This design comes from an exercise in tuning for a short achievable clock period and few clock cycles on the open sky130 flow, not from production work. In this exercise RTL edits were held to simulation tests only and were not proved equivalent to the original. Power and IR drop assume default switching activity.

--- design/flow/design.v ---
package isaPkg;
    typedef logic [31:0] wordT;
    typedef logic [4:0] regAddrT;
    typedef enum logic [6:0] {
        OP     = 7'b0110011,
        OP_IMM = 7'b0010011,
        LOAD   = 7'b0000011,
        STORE  = 7'b0100011,
        BRANCH = 7'b1100011
    } opcodeT;
    typedef enum logic [1:0] {
        ALU_ADD,
        ALU_SUB,
        ALU_AND,
        ALU_OR
    } aluOpT;
    localparam logic [2:0] FUNCT3_ADD = 3'b000;
    localparam logic [2:0] FUNCT3_OR  = 3'b110;
    localparam logic [2:0] FUNCT3_AND = 3'b111;
    localparam logic [2:0] FUNCT3_LW  = 3'b010;
    localparam logic [2:0] FUNCT3_SW  = 3'b010;
    localparam logic [2:0] FUNCT3_BEQ = 3'b000;
    localparam logic [6:0] FUNCT7_BASE = 7'b0000000;
    localparam logic [6:0] FUNCT7_SUB  = 7'b0100000;
endpackage
package pipePkg;
    typedef struct packed {
        logic [31:0] pc;
        logic [31:0] instr;
        logic         valid;
    } ifIdT;
    typedef struct packed {
        logic [31:0] pc;
        logic [31:0] rs1Data;
        logic [31:0] rs2Data;
        logic [31:0] imm;
        logic [4:0]      rs1;
        logic [4:0]      rs2;
        logic [4:0]      rd;
        logic [1:0]      aluOp;
        logic            regWrite;
        logic            memRead;
        logic            memWrite;
        logic            branch;
        logic            useImm;
        logic            valid;
    } idExT;
    typedef struct packed {
        logic [31:0] aluResult;
        logic [31:0] storeData;
        logic [4:0]      rd;
        logic            regWrite;
        logic            memRead;
        logic            memWrite;
        logic            valid;
    } exMemT;
    typedef struct packed {
        logic [31:0] result;
        logic [4:0]      rd;
        logic            regWrite;
        logic            valid;
    } memWbT;
    typedef enum logic [1:0] {
        FWD_NONE,
        FWD_WB,
        FWD_MEM
    } fwdSelT;
    typedef struct packed {
        logic [4:0]      rd;
        logic [31:0] data;
    } wbEventT;
    typedef struct packed {
        logic [31:0] addr;
        logic [31:0] data;
    } storeEventT;
endpackage
`timescale 1ns/10ps
module rvCore #(
    parameter int IMEM_DEPTH = 64,
    parameter int DMEM_DEPTH = 64
) (
    input  logic                clk,
    input  logic                rstN,
    input  logic                progWe,
    input  logic [31:0]         progAddr,
    input  logic [31:0]         progData,
    output logic                wbValid,
    output logic [36:0]         wbEvent,
    output logic                storeValid,
    output logic [63:0]         storeEvent
);
    localparam logic [2:0] K_R    = 3'd0;
    localparam logic [2:0] K_ADDI = 3'd1;
    localparam logic [2:0] K_LW   = 3'd2;
    localparam logic [2:0] K_SW   = 3'd3;
    localparam logic [2:0] K_BEQ  = 3'd4;
    localparam logic [2:0] K_JMP  = 3'd5;
    localparam logic [2:0] K_NOP  = 3'd6;
    localparam int SW_W = 27;
    logic [5:0]      pwA;
    logic [31:0]     pd;
    logic [6:0]      pOp;
    logic [2:0]      pF3;
    logic [6:0]      pF7;
    logic [4:0]      pRd, pRs1, pRs2;
    logic            pIsR, pIsAddi, pIsLw, pIsSw, pIsBeq, pIsJmp, pIsNop, pWb;
    logic [1:0]      pAlu;
    logic [6:0]      pBrT, pNopT;
    logic [2:0]      pKind;
    logic [4:0]      pB;
    logic [11:0]     pImm;
    logic [SW_W-1:0] pWord;
    assign pwA  = progAddr[5:0];
    assign pd   = progData;
    assign pOp  = pd[6:0];
    assign pF3  = pd[14:12];
    assign pF7  = pd[31:25];
    assign pRd  = pd[11:7];
    assign pRs1 = pd[19:15];
    assign pRs2 = pd[24:20];
    always_comb begin
        pIsR = 1'b0;
        pAlu = 2'd0;
        if (pOp == 7'b0110011) begin
            case ({pF7, pF3})
                10'b0000000_000: begin pIsR = 1'b1; pAlu = 2'd0; end
                10'b0100000_000: begin pIsR = 1'b1; pAlu = 2'd1; end
                10'b0000000_111: begin pIsR = 1'b1; pAlu = 2'd2; end
                10'b0000000_110: begin pIsR = 1'b1; pAlu = 2'd3; end
                default: ;
            endcase
        end
    end
    assign pIsAddi = (pOp == 7'b0010011) && (pF3 == 3'b000);
    assign pIsLw   = (pOp == 7'b0000011) && (pF3 == 3'b010);
    assign pIsSw   = (pOp == 7'b0100011) && (pF3 == 3'b010);
    assign pIsBeq  = (pOp == 7'b1100011) && (pF3 == 3'b000) && (pRs1 != pRs2);
    assign pIsJmp  = (pOp == 7'b1100011) && (pF3 == 3'b000) && (pRs1 == pRs2);
    assign pIsNop  = !(pIsR || pIsAddi || pIsLw || pIsSw || pIsBeq || pIsJmp);
    assign pWb     = (pIsR || pIsAddi || pIsLw) && (pRd != 5'd0);
    assign pBrT  = {pwA, 1'b0} + {pd[27:25], pd[11:8]};
    assign pNopT = {pwA + 6'd1, 1'b0};
    always_comb begin
        pKind = K_NOP;
        pB    = pRd;
        pImm  = {5'd0, pNopT};
        if (pIsR) begin
            pKind = K_R;    pB = pRs2; pImm = {5'd0, pAlu, pRd};
        end else if (pIsAddi) begin
            pKind = K_ADDI; pB = pRd;  pImm = pd[31:20];
        end else if (pIsLw) begin
            pKind = K_LW;   pB = pRd;  pImm = pd[31:20];
        end else if (pIsSw) begin
            pKind = K_SW;   pB = pRs2; pImm = {pd[31:25], pd[11:7]};
        end else if (pIsBeq) begin
            pKind = K_BEQ;  pB = pRs2; pImm = {5'd0, pBrT};
        end else if (pIsJmp) begin
            pKind = K_JMP;  pB = pRs2; pImm = {5'd0, pBrT};
        end
    end
    assign pWord = {pIsJmp || pIsNop, pWb, pKind, pRs1, pB, pImm};
    logic [SW_W-1:0] imem [64];
    always_ff @(posedge clk) begin
        if (progWe && !rstN) begin
            imem[pwA] <= pWord;
        end
    end
    function automatic logic pairF(input logic [SW_W-1:0] x, input logic [SW_W-1:0] y);
        if (x[24:22] == K_R || x[24:22] == K_ADDI || x[24:22] == K_LW)
            pairF = (y[24:22] == K_SW || y[24:22] == K_BEQ);
        else
            pairF = (x[24:22] == K_SW && y[24:22] == K_BEQ);
    endfunction
    function automatic logic [6:0] nextF(input logic [5:0] e, input logic [SW_W-1:0] x,
                                         input logic [SW_W-1:0] y, input logic [SW_W-1:0] z);
        if (x[26])
            nextF = x[6:0];
        else if (pairF(x, y))
            nextF = z[26] ? z[6:0] : {e + 6'd2, 1'b0};
        else
            nextF = y[26] ? y[6:0] : {e + 6'd1, 1'b0};
    endfunction
    logic            pWe;
    logic [6:0]      nxt [64];
    logic            pr [64];
    assign pWe = progWe && !rstN;
    logic [SW_W-1:0] pM2, pM1, pP1, pP2;
    logic [6:0]      nxtA, nxtA1, nxtA2;
    logic            prA, prA1;
    logic [SW_W-1:0] imemM2 [64];
    logic [SW_W-1:0] imemM1 [64];
    logic [SW_W-1:0] imemP1 [64];
    logic [SW_W-1:0] imemP2 [64];
    for (genvar i = 0; i < 64; i++) begin : g_nb
        assign imemM2[i] = imem[(i + 62) % 64];
        assign imemM1[i] = imem[(i + 63) % 64];
        assign imemP1[i] = imem[(i + 1) % 64];
        assign imemP2[i] = imem[(i + 2) % 64];
    end
    assign pM2 = imemM2[pwA];
    assign pM1 = imemM1[pwA];
    assign pP1 = imemP1[pwA];
    assign pP2 = imemP2[pwA];
    assign nxtA  = nextF(pwA, pWord, pP1, pP2);
    assign nxtA1 = nextF(pwA - 6'd1, pM1, pWord, pP1);
    assign nxtA2 = nextF(pwA - 6'd2, pM2, pM1, pWord);
    assign prA   = pairF(pWord, pP1);
    assign prA1  = pairF(pM1, pWord);
    for (genvar e = 0; e < 64; e++) begin : g_nxt
        always_ff @(posedge clk) begin
            if (pWe) begin
                if (pwA == 6'(e)) begin
                    nxt[e] <= nxtA;
                    pr[e]  <= prA;
                end else if (pwA == 6'((e + 1) % 64)) begin
                    nxt[e] <= nxtA1;
                    pr[e]  <= prA1;
                end else if (pwA == 6'((e + 2) % 64)) begin
                    nxt[e] <= nxtA2;
                end
            end
        end
    end
    logic [5:0]      fIdx;       
    logic            fPc1;       
    logic [SW_W-1:0] cw;         
    logic [SW_W-1:0] nw;         
    logic            curSkip, pair;
    logic [SW_W-1:0] imemNext [64];
    for (genvar i = 0; i < 64; i++) begin : g_rot
        assign imemNext[i] = imem[(i + 1) % 64];
    end
    assign cw      = imem[fIdx];
    assign nw      = imemNext[fIdx];
    assign curSkip = cw[26] && !fPc1;
    assign pair    = !fPc1 && pr[fIdx];
    logic            stall;
    logic            redirect;
    logic [6:0]      redirT;
    logic            irValid;
    logic [25:0]     ir;
    logic            irPc1;
    logic            ir2Valid;
    logic [25:0]     ir2;
    logic            ir2Sw;
    logic [4:0]      ir2Rs1, ir2Rs2;
    logic [11:0]     ir2Imm;
    logic            split;
    assign ir2Sw  = ir2[24:22] == K_SW;
    assign ir2Rs1 = ir2[21:17];
    assign ir2Rs2 = ir2[16:12];
    assign ir2Imm = ir2[11:0];
    logic [SW_W-1:0] w0, w1, w2;
    logic            rPair;
    logic [6:0]      rNext;
    assign w0    = (pWe && pwA == 6'd0) ? pWord : imem[0];
    assign w1    = (pWe && pwA == 6'd1) ? pWord : imem[1];
    assign w2    = (pWe && pwA == 6'd2) ? pWord : imem[2];
    assign rPair = pairF(w0, w1);
    assign rNext = nextF(6'd0, w0, w1, w2);
    always_ff @(posedge clk) begin
        if (!rstN) begin
            fIdx  <= rNext[6:1];
            fPc1  <= rNext[0];
        end else if (redirect) begin
            fIdx  <= redirT[6:1];
            fPc1  <= redirT[0];
        end else if (!stall && !split) begin
            if (fPc1) begin
                fIdx  <= fIdx + 6'd1;
            end else begin
                fIdx  <= nxt[fIdx][6:1];
                fPc1  <= nxt[fIdx][0];
            end
        end
    end
    always_ff @(posedge clk) begin
        if (!rstN) begin
            irValid  <= !w0[26] && (w0[24:22] != K_NOP);
            ir2Valid <= rPair;
        end else if (redirect) begin
            irValid  <= 1'b0;
            ir2Valid <= 1'b0;
        end else if (split) begin
            irValid  <= 1'b1;
            ir2Valid <= 1'b0;
        end else if (!stall) begin
            irValid  <= !curSkip && (cw[24:22] != K_NOP);
            ir2Valid <= pair;
        end
    end
    always_ff @(posedge clk) begin
        if (!rstN) begin
            ir     <= w0[25:0];
            irPc1  <= 1'b0;
            ir2    <= w1[25:0];
        end else if (split) begin
            ir     <= ir2;
        end else if (!stall) begin
            ir     <= cw[25:0];
            irPc1  <= fPc1;
            ir2    <= nw[25:0];
        end
    end
    logic [2:0]  dKind;
    logic        dWb;
    logic [4:0]  dRs1, dB, dRd;
    logic [11:0] dImm;
    logic [31:0] dImmX;
    logic        dIsR, dIsAddi, dIsLw, dIsSw, dIsBeq, dIsJmp, dUseImm, dUseA, dUseB;
    logic [1:0]  dAlu;
    assign dWb     = ir[25];
    assign dKind   = ir[24:22];
    assign dRs1    = ir[21:17];
    assign dB      = ir[16:12];
    assign dImm    = ir[11:0];
    assign dImmX   = {{20{dImm[11]}}, dImm};
    assign dIsR    = dKind == K_R;
    assign dIsAddi = dKind == K_ADDI;
    assign dIsLw   = dKind == K_LW;
    assign dIsSw   = dKind == K_SW;
    assign dIsBeq  = dKind == K_BEQ;
    assign dIsJmp  = dKind == K_JMP;
    assign dUseImm = dIsAddi || dIsLw || dIsSw;
    assign dUseA   = dIsR || dIsAddi || dIsLw || dIsSw || dIsBeq;
    assign dUseB   = dIsR || dIsSw || dIsBeq;
    assign dRd     = dIsR ? dImm[4:0] : dB;
    assign dAlu    = dIsR ? dImm[6:5] : 2'd0;
    logic        eWb, eLd, eSt, eBeq, eJmp, eSub, eArith, eAnd;
    logic [4:0]  eRd;
    logic [31:0] eA, eB2, eSd;
    logic [6:0]  eT;
    logic        e2St, e2Beq;
    logic [31:0] e2A, e2B;
    logic [11:0] e2Imm;
    logic        e2AX, e2BX;     
    logic        e2AL, e2BL;     
    logic        mWb, mLd, mSt;
    logic [4:0]  mRd;
    logic [31:0] mRes, mSa, mSd;
    logic        m2St, m2Beq;
    logic [31:0] m2A, m2B;
    logic [11:0] m2Imm;
    logic        wWb;
    logic [4:0]  wRd;
    logic [31:0] wRes;
    logic [31:0] aluRes;     
    logic [31:0] mOut;       
    logic [31:0] rf [32];
    always_ff @(posedge clk) begin
        if (wWb) begin
            rf[wRd] <= wRes;
        end
    end
    logic [31:0] rdA, rdB, rdA2, rdB2;
    always_comb begin
        rdA  = '0;
        rdB  = '0;
        rdA2 = '0;
        rdB2 = '0;
        for (int i = 1; i < 32; i++) begin
            rdA  = rdA  | (rf[i] & {32{dRs1 == 5'(i)}});
            rdB  = rdB  | (rf[i] & {32{dB == 5'(i)}});
            rdA2 = rdA2 | (rf[i] & {32{ir2Rs1 == 5'(i)}});
            rdB2 = rdB2 | (rf[i] & {32{ir2Rs2 == 5'(i)}});
        end
        if (wWb && wRd == dRs1)   rdA  = wRes;
        if (wWb && wRd == dB)     rdB  = wRes;
        if (wWb && wRd == ir2Rs1) rdA2 = wRes;
        if (wWb && wRd == ir2Rs2) rdB2 = wRes;
    end
    logic hitEA, hitEB, hitMA, hitMB;
    assign hitEA = eWb && (eRd == dRs1);
    assign hitEB = eWb && (eRd == dB);
    assign hitMA = mWb && (mRd == dRs1);
    assign hitMB = mWb && (mRd == dB);
    logic hit2DA, hit2DB, hit2EA, hit2EB, hit2MA, hit2MB;
    assign hit2DA = dWb && (dRd == ir2Rs1);
    assign hit2DB = dWb && (dRd == ir2Rs2);
    assign hit2EA = eWb && (eRd == ir2Rs1);
    assign hit2EB = eWb && (eRd == ir2Rs2);
    assign hit2MA = mWb && (mRd == ir2Rs1);
    assign hit2MB = mWb && (mRd == ir2Rs2);
    assign stall = irValid && eLd && eWb &&
                   ((dUseA && eRd == dRs1) || (dUseB && eRd == dB));
    assign split = !stall && irValid && ir2Valid && dIsLw && dWb &&
                   (dRd == ir2Rs1 || dRd == ir2Rs2);
    logic [31:0] valA, valB, val2A, val2B;
    logic [31:0] subMask;
    assign valA    = hitEA ? aluRes : (hitMA ? mOut : rdA);
    assign valB    = hitEB ? aluRes : (hitMB ? mOut : rdB);
    assign val2A   = (hit2EA && !eLd) ? aluRes : (hit2MA ? mOut : rdA2);
    assign val2B   = (hit2EB && !eLd) ? aluRes : (hit2MB ? mOut : rdB2);
    assign subMask = {32{dAlu == 2'd1}};
    always_ff @(posedge clk) begin
        if (!rstN || redirect || stall || !irValid) begin
            eWb   <= 1'b0;
            eLd   <= 1'b0;
            eSt   <= 1'b0;
            eBeq  <= 1'b0;
            eJmp  <= 1'b0;
            e2St  <= 1'b0;
            e2Beq <= 1'b0;
        end else begin
            eWb   <= dWb;
            eLd   <= dIsLw;
            eSt   <= dIsSw;
            eBeq  <= dIsBeq;
            eJmp  <= dIsJmp;
            e2St  <= ir2Valid && ir2Sw && !split;
            e2Beq <= ir2Valid && !ir2Sw && !split;
        end
    end
    always_ff @(posedge clk) begin
        eRd    <= dRd;
        eA     <= valA;
        eB2    <= dUseImm ? dImmX : (valB ^ subMask);
        eSd    <= valB;
        eT     <= dImm[6:0] + {6'd0, irPc1};
        eSub   <= dAlu == 2'd1;
        eArith <= !dAlu[1];
        eAnd   <= dAlu == 2'd2;
        e2A    <= val2A;
        e2B    <= val2B;
        e2Imm  <= ir2Imm;
        e2AX   <= hit2DA;
        e2BX   <= hit2DB;
        e2AL   <= !hit2DA && hit2EA && eLd;
        e2BL   <= !hit2DB && hit2EB && eLd;
    end
    logic [31:0] opA, opB, sum, logicRes;
    logic        redirect1, redirect2;
    logic [6:0]  m2T;
    assign opA = eA;
    assign opB = eB2;
    logic [31:0] kg [6];
    logic [31:0] kp [6];
    logic [31:0] hp;
    assign hp    = opA ^ opB;
    assign kg[0] = (opA & opB) | {31'd0, hp[0] & eSub};
    assign kp[0] = hp;
    for (genvar l = 0; l < 5; l++) begin : g_ks
        for (genvar i = 0; i < 32; i++) begin : g_bit
            if (i >= (1 << l)) begin : g_op
                assign kg[l+1][i] = kg[l][i] | (kp[l][i] & kg[l][i - (1 << l)]);
                assign kp[l+1][i] = kp[l][i] & kp[l][i - (1 << l)];
            end else begin : g_pass
                assign kg[l+1][i] = kg[l][i];
                assign kp[l+1][i] = kp[l][i];
            end
        end
    end
    assign sum = hp ^ {kg[5][30:0], eSub};
    assign logicRes = eAnd ? (opA & opB) : (opA | opB);
    assign aluRes   = eArith ? sum : logicRes;
    assign redirect1 = eJmp || (eBeq && (opA == opB));
    assign redirect  = redirect1 || redirect2;
    assign redirT    = redirect2 ? m2T : eT;
    logic flushM;
    assign flushM = !rstN || redirect2;
    always_ff @(posedge clk) begin
        if (flushM) begin
            mWb   <= 1'b0;
            mLd   <= 1'b0;
            mSt   <= 1'b0;
            m2St  <= 1'b0;
            m2Beq <= 1'b0;
        end else begin
            mWb   <= eWb;
            mLd   <= eLd;
            mSt   <= eSt;
            m2St  <= e2St;
            m2Beq <= e2Beq;
        end
    end
    always_ff @(posedge clk) begin
        mRd   <= eRd;
        mRes  <= aluRes;
        m2A   <= e2AX ? aluRes : (e2AL ? mOut : e2A);
        m2B   <= e2BX ? aluRes : (e2BL ? mOut : e2B);
        m2Imm <= e2Imm;
    end
    always_ff @(posedge clk) begin
        if (eSt) begin
            mSa <= aluRes;
            mSd <= eSd;
        end
    end
    logic [31:0] a2, b2, sa2;
    assign a2  = m2A;
    assign b2  = m2B;
    assign sa2 = a2 + {{20{m2Imm[11]}}, m2Imm};
    assign m2T = m2Imm[6:0];
    assign redirect2 = m2Beq && (a2 == b2);
    logic        wSt;
    logic [31:0] wSa, wSd;
    logic [31:0] dmem [64];
    logic [31:0] ldRaw, ldData;
    logic [36:0] wEv;
    always_ff @(posedge clk) begin
        if (wSt) begin
            dmem[wSa[7:2]] <= wSd;
        end
    end
    assign ldRaw  = dmem[mRes[7:2]];
    assign ldData = (wSt && wSa[7:2] == mRes[7:2]) ? wSd : ldRaw;
    assign mOut   = mLd ? ldData : mRes;
    always_ff @(posedge clk) begin
        if (!rstN) begin
            wWb <= 1'b0;
            wSt <= 1'b0;
        end else begin
            wWb <= mWb;
            wSt <= mSt || m2St;
        end
    end
    always_ff @(posedge clk) begin
        wRd  <= mRd;
        wRes <= mOut;
    end
    always_ff @(posedge clk) begin
        if (mSt) begin
            wSa <= mSa;
            wSd <= mSd;
        end else if (m2St) begin
            wSa <= sa2;
            wSd <= b2;
        end
    end
    always_ff @(posedge clk) begin
        if (mWb) begin
            wEv <= {mRd, mOut};
        end
    end
    assign storeValid = wSt;
    assign storeEvent = {wSa, wSd};
    assign wbValid    = wWb;
    assign wbEvent    = wEv;
endmodule
--- design/flow/run.sh ---
#!/bin/bash
# synth_recipe.tcl (not shown) runs the flow's synth.tcl, then flattens the netlist and writes it again
# the make line also repeats each setting of config.mk as NAME=value (left out here)
make -C /OpenROAD-flow-scripts/flow DESIGN_CONFIG=/design/flow/config.mk WORK_HOME=/design/flow/orfs CLKGATE_MAP_FILE= SYNTH_SCRIPT=/design/flow/synth_recipe.tcl finish
--- design/flow/config.mk ---
export PLATFORM = sky130hd
export DESIGN_NAME = rvCore
export DESIGN_NICKNAME = rvCore
export VERILOG_FILES = /design/flow/design.v
export SDC_FILE = /design/flow/constraint.sdc
export NUM_CORES = 4
export LEC_CHECK = 0
export ABC_CLOCK_PERIOD_IN_PS = 2500
export CAP_MARGIN = 20
export CORE_MARGIN = 2
export CORE_UTILIZATION = 55
export SETUP_SLACK_MARGIN = 5
export SLEW_MARGIN = 20
export TNS_END_PERCENT = 100
--- design/flow/constraint.sdc ---
create_clock -name core_clock -period 8.5 [get_ports {clk}]
set_input_delay 1.7000 -clock core_clock [delete_from_list [all_inputs] [get_ports {clk}]]
set_output_delay 1.7000 -clock core_clock [all_outputs]
set_load 0.01 [all_outputs]
==> run notes, run 1 <==
fraction of registers with async set/reset=0%; hpwl dp=1140000 um; outcome=did not finish; pre-CTS setup slack=0.625 ns; Synth top area share=58.6%; dpl cells=26600; die height=721 um; commonest cells in the netlist=edfxtp_1, a22oi_1, mux4_2; Std-Cell Rows=263; htree depth=6; Total Routing Usage GR=92.7%; Port Buffers=143; area leader, netlist=edfxtp_1; Distinct cells, synth=115; I/O pins=170; global-route wire length before repair=3250000 um; Area contributors post-synth=edfxtp_1, mux4_2, a22oi_1; RePlAce Congestion=1.16; Post-Synthesis Cells=20200; Syn Area/Cell=14.0 um2; number of synthesized flops with an enable pin=5506; synthesis-stage register bit count=5868; first error=[ERROR GRT-0116] Global routing finished with congestion. Check the congestion regions in the DRC Viewer.; Sink Count=5868; Net Count, Synth=20400; Synth Flop Type=edfxtp_1; count leader, synth=edfxtp_1; Longest Clk Path Bufs=4; register area share after synthesis=61.1%; Warnings, synthesis=10; total grt overflow=14100; CTS root buf=clkbuf_16; clock buffer count from CTS=607; Initial Util=55.1%; Mapped Area=282000 um2; vias in the first global route=311000; hold-fix buffer count after cts=0; Failed at=5_1_grt; largest net degree at the start of global routing=99; die width=721 um
==> logic make-up after synthesis <==
| kind of cell | Yosys count | share of synthesized area (%) |
|---|---|---|
| xor gates and xnor gates | 194 | 0.602 |
| DFF | 5868 | 61.1 |
| buffers and inverters | 1959 | 2.76 |
| adders and majority gates | 121 | 0.547 |
| muxes | 1839 | 12.1 |
| and+or+nand+nor | 4457 | 7.70 |
| AOI/OAI and AO/OA | 5742 | 15.2 |
==> metal layers <==
metal  GRT overflow  global-route usage, %
met1           1405                   91.1
met5            138                   71.3
met3           1330                   85.3
met2           8253                    103
met4           3020                   90.7
==> worst max path at each step <==
stage	from	slack, ns	end	depth (start not counted)
floorplan	progData[13]	3.00	nxt[10][6]	13
global placement	progAddr[1]	0.64	nxt[38][5]	19
detailed placement	progAddr[1]	0.63	nxt[38][5]	19
CTS	progAddr[1]	3.35	nxt[15][0]	22
==> power groups by stage <==
| stage | clock network [mW] | registers [mW] | logic, mW |
|---|---|---|---|
| after floorplan | 0 | 35.5 | 19.5 |
| after global placement | 0 | 36.3 | 34.9 |
| after detailed placement | 0 | 36.5 | 36.3 |
| after CTS | 28.1 | 35.6 | 47.1 |
==> repair_timing <==
item	4_1_cts
pin swaps	637
buffers inserted	1259
resized for setup	3233
setup endpoints to repair	5465
cloned	207
==> metrics by stage <==
stage | instance area [um2] | hold WS (ns) | utilization (%)
after floorplan | 289000 | 0.310 | -
after global placement | 304000 | 0.312 | 59.3
after detailed placement | 304000 | 0.312 | 59.4
after CTS | 354000 | 0.290 | 69.2
Testbench counts, summed over its fixed seeds: cycles 11,167.
==> inputs of run 2 (changes only) <==
--- a/design/flow/design.v
+++ b/design/flow/design.v
@@ -159,10 +159,20 @@
         end
     end
     assign pWord = {pIsJmp || pIsNop, pWb, pKind, pRs1, pB, pImm};
+    logic            pWe;
+    logic            sWe;
+    logic [5:0]      sA;
+    logic [SW_W-1:0] sWord;
+    assign pWe = progWe && !rstN;
+    always_ff @(posedge clk) begin
+        sWe   <= pWe;
+        sA    <= pwA;
+        sWord <= pWord;
+    end
     logic [SW_W-1:0] imem [64];
     always_ff @(posedge clk) begin
-        if (progWe && !rstN) begin
-            imem[pwA] <= pWord;
+        if (sWe) begin
+            imem[sA] <= sWord;
         end
     end
     function automatic logic pairF(input logic [SW_W-1:0] x, input logic [SW_W-1:0] y);
@@ -180,10 +190,8 @@
         else
             nextF = y[26] ? y[6:0] : {e + 6'd1, 1'b0};
     endfunction
-    logic            pWe;
     logic [6:0]      nxt [64];
     logic            pr [64];
-    assign pWe = progWe && !rstN;
     logic [SW_W-1:0] pM2, pM1, pP1, pP2;
     logic [6:0]      nxtA, nxtA1, nxtA2;
     logic            prA, prA1;
@@ -197,31 +205,32 @@
         assign imemP1[i] = imem[(i + 1) % 64];
         assign imemP2[i] = imem[(i + 2) % 64];
     end
-    assign pM2 = imemM2[pwA];
-    assign pM1 = imemM1[pwA];
-    assign pP1 = imemP1[pwA];
-    assign pP2 = imemP2[pwA];
-    assign nxtA  = nextF(pwA, pWord, pP1, pP2);
-    assign nxtA1 = nextF(pwA - 6'd1, pM1, pWord, pP1);
-    assign nxtA2 = nextF(pwA - 6'd2, pM2, pM1, pWord);
-    assign prA   = pairF(pWord, pP1);
-    assign prA1  = pairF(pM1, pWord);
+    assign pM2 = imemM2[sA];
+    assign pM1 = imemM1[sA];
+    assign pP1 = imemP1[sA];
+    assign pP2 = imemP2[sA];
+    assign nxtA  = nextF(sA, sWord, pP1, pP2);
+    assign nxtA1 = nextF(sA - 6'd1, pM1, sWord, pP1);
+    assign nxtA2 = nextF(sA - 6'd2, pM2, pM1, sWord);
+    assign prA   = pairF(sWord, pP1);
+    assign prA1  = pairF(pM1, sWord);
     for (genvar e = 0; e < 64; e++) begin : g_nxt
         always_ff @(posedge clk) begin
-            if (pWe) begin
-                if (pwA == 6'(e)) begin
+            if (sWe) begin
+                if (sA == 6'(e)) begin
                     nxt[e] <= nxtA;
                     pr[e]  <= prA;
-                end else if (pwA == 6'((e + 1) % 64)) begin
+                end else if (sA == 6'((e + 1) % 64)) begin
                     nxt[e] <= nxtA1;
                     pr[e]  <= prA1;
-                end else if (pwA == 6'((e + 2) % 64)) begin
+                end else if (sA == 6'((e + 2) % 64)) begin
                     nxt[e] <= nxtA2;
                 end
             end
         end
     end
     logic [5:0]      fIdx;       
+    logic [63:0]     fSel;       
     logic            fPc1;       
     logic [SW_W-1:0] cw;         
     logic [SW_W-1:0] nw;         
@@ -230,10 +239,22 @@
     for (genvar i = 0; i < 64; i++) begin : g_rot
         assign imemNext[i] = imem[(i + 1) % 64];
     end
-    assign cw      = imem[fIdx];
-    assign nw      = imemNext[fIdx];
+    logic [6:0]      fNxt;
+    logic            fPr;
+    always_comb begin
+        cw   = '0;
+        nw   = '0;
+        fNxt = '0;
+        fPr  = 1'b0;
+        for (int i = 0; i < 64; i++) begin
+            cw   = cw   | (imem[i]     & {SW_W{fSel[i]}});
+            nw   = nw   | (imemNext[i] & {SW_W{fSel[i]}});
+            fNxt = fNxt | (nxt[i]      & {7{fSel[i]}});
+            fPr  = fPr  | (pr[i] & fSel[i]);
+        end
+    end
     assign curSkip = cw[26] && !fPc1;
-    assign pair    = !fPc1 && pr[fIdx];
+    assign pair    = !fPc1 && fPr;
     logic            stall;
     logic            redirect;
     logic [6:0]      redirT;
@@ -242,6 +263,7 @@
     logic            irPc1;
     logic            ir2Valid;
     logic [25:0]     ir2;
+    logic [31:0]     irSelA, irSelB, ir2SelA, ir2SelB;
     logic            ir2Sw;
     logic [4:0]      ir2Rs1, ir2Rs2;
     logic [11:0]     ir2Imm;
@@ -253,28 +275,38 @@
     logic [SW_W-1:0] w0, w1, w2;
     logic            rPair;
     logic [6:0]      rNext;
-    assign w0    = (pWe && pwA == 6'd0) ? pWord : imem[0];
-    assign w1    = (pWe && pwA == 6'd1) ? pWord : imem[1];
-    assign w2    = (pWe && pwA == 6'd2) ? pWord : imem[2];
+    assign w0    = (pWe && pwA == 6'd0) ? pWord : ((sWe && sA == 6'd0) ? sWord : imem[0]);
+    assign w1    = (pWe && pwA == 6'd1) ? pWord : ((sWe && sA == 6'd1) ? sWord : imem[1]);
+    assign w2    = (pWe && pwA == 6'd2) ? pWord : ((sWe && sA == 6'd2) ? sWord : imem[2]);
     assign rPair = pairF(w0, w1);
     assign rNext = nextF(6'd0, w0, w1, w2);
-    always_ff @(posedge clk) begin
+    logic [5:0] fIdxD;
+    logic       fPc1D;
+    always_comb begin
+        fIdxD = fIdx;
+        fPc1D = fPc1;
         if (!rstN) begin
-            fIdx  <= rNext[6:1];
-            fPc1  <= rNext[0];
+            fIdxD = rNext[6:1];
+            fPc1D = rNext[0];
         end else if (redirect) begin
-            fIdx  <= redirT[6:1];
-            fPc1  <= redirT[0];
+            fIdxD = redirT[6:1];
+            fPc1D = redirT[0];
+        end else if (sWe) begin
         end else if (!stall && !split) begin
             if (fPc1) begin
-                fIdx  <= fIdx + 6'd1;
+                fIdxD = fIdx + 6'd1;
             end else begin
-                fIdx  <= nxt[fIdx][6:1];
-                fPc1  <= nxt[fIdx][0];
+                fIdxD = fNxt[6:1];
+                fPc1D = fNxt[0];
             end
         end
     end
     always_ff @(posedge clk) begin
+        fIdx <= fIdxD;
+        fPc1 <= fPc1D;
+        fSel <= 64'd1 << fIdxD;
+    end
+    always_ff @(posedge clk) begin
         if (!rstN) begin
             irValid  <= !w0[26] && (w0[24:22] != K_NOP);
             ir2Valid <= rPair;
@@ -284,6 +316,9 @@
         end else if (split) begin
             irValid  <= 1'b1;
             ir2Valid <= 1'b0;
+        end else if (sWe) begin
+            irValid  <= 1'b0;
+            ir2Valid <= 1'b0;
         end else if (!stall) begin
             irValid  <= !curSkip && (cw[24:22] != K_NOP);
             ir2Valid <= pair;
@@ -291,15 +326,25 @@
     end
     always_ff @(posedge clk) begin
         if (!rstN) begin
-            ir     <= w0[25:0];
-            irPc1  <= 1'b0;
-            ir2    <= w1[25:0];
+            ir      <= w0[25:0];
+            irPc1   <= 1'b0;
+            ir2     <= w1[25:0];
+            irSelA  <= 32'd1 << w0[21:17];
+            irSelB  <= 32'd1 << w0[16:12];
+            ir2SelA <= 32'd1 << w1[21:17];
+            ir2SelB <= 32'd1 << w1[16:12];
         end else if (split) begin
-            ir     <= ir2;
+            ir      <= ir2;
+            irSelA  <= ir2SelA;
+            irSelB  <= ir2SelB;
         end else if (!stall) begin
-            ir     <= cw[25:0];
-            irPc1  <= fPc1;
-            ir2    <= nw[25:0];
+            ir      <= cw[25:0];
+            irPc1   <= fPc1;
+            ir2     <= nw[25:0];
+            irSelA  <= 32'd1 << cw[21:17];
+            irSelB  <= 32'd1 << cw[16:12];
+            ir2SelA <= 32'd1 << nw[21:17];
+            ir2SelB <= 32'd1 << nw[16:12];
         end
     end
     logic [2:0]  dKind;
@@ -338,6 +383,7 @@
     logic        mWb, mLd, mSt;
     logic [4:0]  mRd;
     logic [31:0] mRes, mSa, mSd;
+    logic [63:0] mSel;       
     logic        m2St, m2Beq;
     logic [31:0] m2A, m2B;
     logic [11:0] m2Imm;
@@ -359,10 +405,10 @@
         rdA2 = '0;
         rdB2 = '0;
         for (int i = 1; i < 32; i++) begin
-            rdA  = rdA  | (rf[i] & {32{dRs1 == 5'(i)}});
-            rdB  = rdB  | (rf[i] & {32{dB == 5'(i)}});
-            rdA2 = rdA2 | (rf[i] & {32{ir2Rs1 == 5'(i)}});
-            rdB2 = rdB2 | (rf[i] & {32{ir2Rs2 == 5'(i)}});
+            rdA  = rdA  | (rf[i] & {32{irSelA[i]}});
+            rdB  = rdB  | (rf[i] & {32{irSelB[i]}});
+            rdA2 = rdA2 | (rf[i] & {32{ir2SelA[i]}});
+            rdB2 = rdB2 | (rf[i] & {32{ir2SelB[i]}});
         end
         if (wWb && wRd == dRs1)   rdA  = wRes;
         if (wWb && wRd == dB)     rdB  = wRes;
@@ -476,6 +522,7 @@
     always_ff @(posedge clk) begin
         mRd   <= eRd;
         mRes  <= aluRes;
+        mSel  <= 64'd1 << aluRes[7:2];
         m2A   <= e2AX ? aluRes : (e2AL ? mOut : e2A);
         m2B   <= e2BX ? aluRes : (e2BL ? mOut : e2B);
         m2Imm <= e2Imm;
@@ -502,7 +549,12 @@
             dmem[wSa[7:2]] <= wSd;
         end
     end
-    assign ldRaw  = dmem[mRes[7:2]];
+    always_comb begin
+        ldRaw = '0;
+        for (int i = 0; i < 64; i++) begin
+            ldRaw = ldRaw | (dmem[i] & {32{mSel[i]}});
+        end
+    end
     assign ldData = (wSt && wSa[7:2] == mRes[7:2]) ? wSd : ldRaw;
     assign mOut   = mLd ? ldData : mRes;
     always_ff @(posedge clk) begin
@@ -519,21 +571,27 @@
         wRes <= mOut;
     end
     always_ff @(posedge clk) begin
-        if (mSt) begin
-            wSa <= mSa;
-            wSd <= mSd;
-        end else if (m2St) begin
-            wSa <= sa2;
-            wSd <= b2;
-        end
+        wSa <= mSt ? mSa : sa2;
+        wSd <= mSt ? mSd : b2;
     end
+    logic mLate;     
+    logic evE;       
+    logic evValid;
+    assign evE = eWb && !eLd && !(mWb && mLate) && !redirect2;
     always_ff @(posedge clk) begin
-        if (mWb) begin
-            wEv <= {mRd, mOut};
+        if (!rstN) begin
+            mLate   <= 1'b0;
+            evValid <= 1'b0;
+        end else begin
+            mLate   <= eWb && !evE;
+            evValid <= (mWb && mLate) || evE;
         end
     end
+    always_ff @(posedge clk) begin
+        wEv <= (mWb && mLate) ? {mRd, mOut} : {eRd, aluRes};
+    end
     assign storeValid = wSt;
     assign storeEvent = {wSa, wSd};
-    assign wbValid    = wWb;
+    assign wbValid    = evValid;
     assign wbEvent    = wEv;
 endmodule
==> run 2 against run 1 <==
Net effect:
- the flow again stops in 5_1_grt
- synthesized cell count grew 7.6%
- synthesized area shrank 0.72%
==> run notes, run 2 <==
outcome=did not finish; Failed at=5_1_grt; first error=[ERROR GRT-0116] Global routing finished with congestion. Check the congestion regions in the DRC Viewer.; Post-Synthesis Cells=21700 (+7.6%); number of synthesized flops with an enable pin=5523 (+0.31%); Area contributors post-synth=edfxtp_1, a22oi_1, a22o_1; Placed Area=297000 um2 (-2.4%); synthesis-stage register bit count=6150 (+4.8%); Total Routing Usage GR=80.3%; RePlAce Congestion=1.19 (+2.8%); Syn Area/Cell=12.9 um2 (-7.7%); count leader, synth=edfxtp_1; register area share after synthesis=63.6% (+2.5 points); I/O pins=170 (unchanged); Port Buffers=143 (unchanged); CTS root buf=clkbuf_16; Synth top area share=59.2% (+0.61 points); die width=718 um (-0.36%); largest net degree at the start of global routing=89; vias in the first global route=283000; Distinct cells, synth=112 (-2.6%); Initial Util=55.1% (about the same); Warnings, synthesis=10 (unchanged); clock buffer count from CTS=630 (+3.8%); die height=718 um (-0.36%); commonest cells in the netlist=edfxtp_1, a22oi_1, a22o_1; hpwl dp=1150000 um (+0.64%); htree depth=6 (unchanged); pre-CTS setup slack=1.54 ns (+0.911 ns); Synth Flop Type=edfxtp_1; area leader, netlist=edfxtp_1; Sink Count=6150 (+4.8%); hold-fix buffer count after cts=0 (unchanged); Std-Cell Rows=262 (-0.38%); Longest Clk Path Bufs=4 (unchanged); total grt overflow=24; global-route wire length before repair=2760000 um; Mapped Area=280000 um2 (-0.72%); Net Count, Synth=21900 (+7.5%); fraction of registers with async set/reset=0% (unchanged)
run 2: cell count changes after synthesis, sizes merged, moves of 78 or more:
cell and change:
o221ai -93, a221oi +1162, clkbuf +211, o21ai +164, mux2i -78, mux4 -1236
a22oi -221, dfxtp +265, nand4 +279, a22o +1169, nand2 -139
run 2: cells by family after synthesis:
family	count (synthesis)	synth area share, %
flops	6150	63.6
simple gates	4680	8.32
mux	546	2.01
xor+xnor	194	0.606
fa+ha+maj	122	0.555
buf+inv	2129	2.98
compound gates	7884	21.9
run 2: power groups by stage:
stage,registers (mW),logic [mW],clock network [mW]
3_5_place_dp,41.2,56.2,0
2_1_floorplan,40.0,22.7,0
4_1_cts,40.1,65.2,28.2
3_3_place_gp,41.2,55.5,0
run 2: through the flow:
stage	utilization, %	cells
after CTS	66.7	30100
after detailed placement	58.4	27800
after global placement	58.3	27800
after floorplan	-	21700
run 2: per-layer routing:
| layer | track usage, % | GRT overflow |
|---|---|---|
| met1 | 81.3 | 0 |
| met2 | 89.8 | 3 |
| met3 | 73.9 | 10 |
| met4 | 73.9 | 10 |
| met5 | 54.4 | 1 |
run 2: how the worst min path moves through the flow:
stage | startpoint | endpoint | slack, ns | depth (start not counted)
2_1_floorplan | e2Imm[0] | m2Imm[0] | 0.31 | 0
3_3_place_gp | e2Imm[4] | m2Imm[4] | 0.31 | 0
3_5_place_dp | e2Imm[9] | m2Imm[9] | 0.31 | 0
4_1_cts | e2Imm[6] | m2Imm[6] | 0.32 | 0
run 2: timing repair:
item	in CTS
buffers inserted	920
resized for setup	2315
cloned	159
pin swaps	437
setup endpoints to repair	3292
Testbench counts of run 2, summed over its fixed seeds: cycles 11,107.
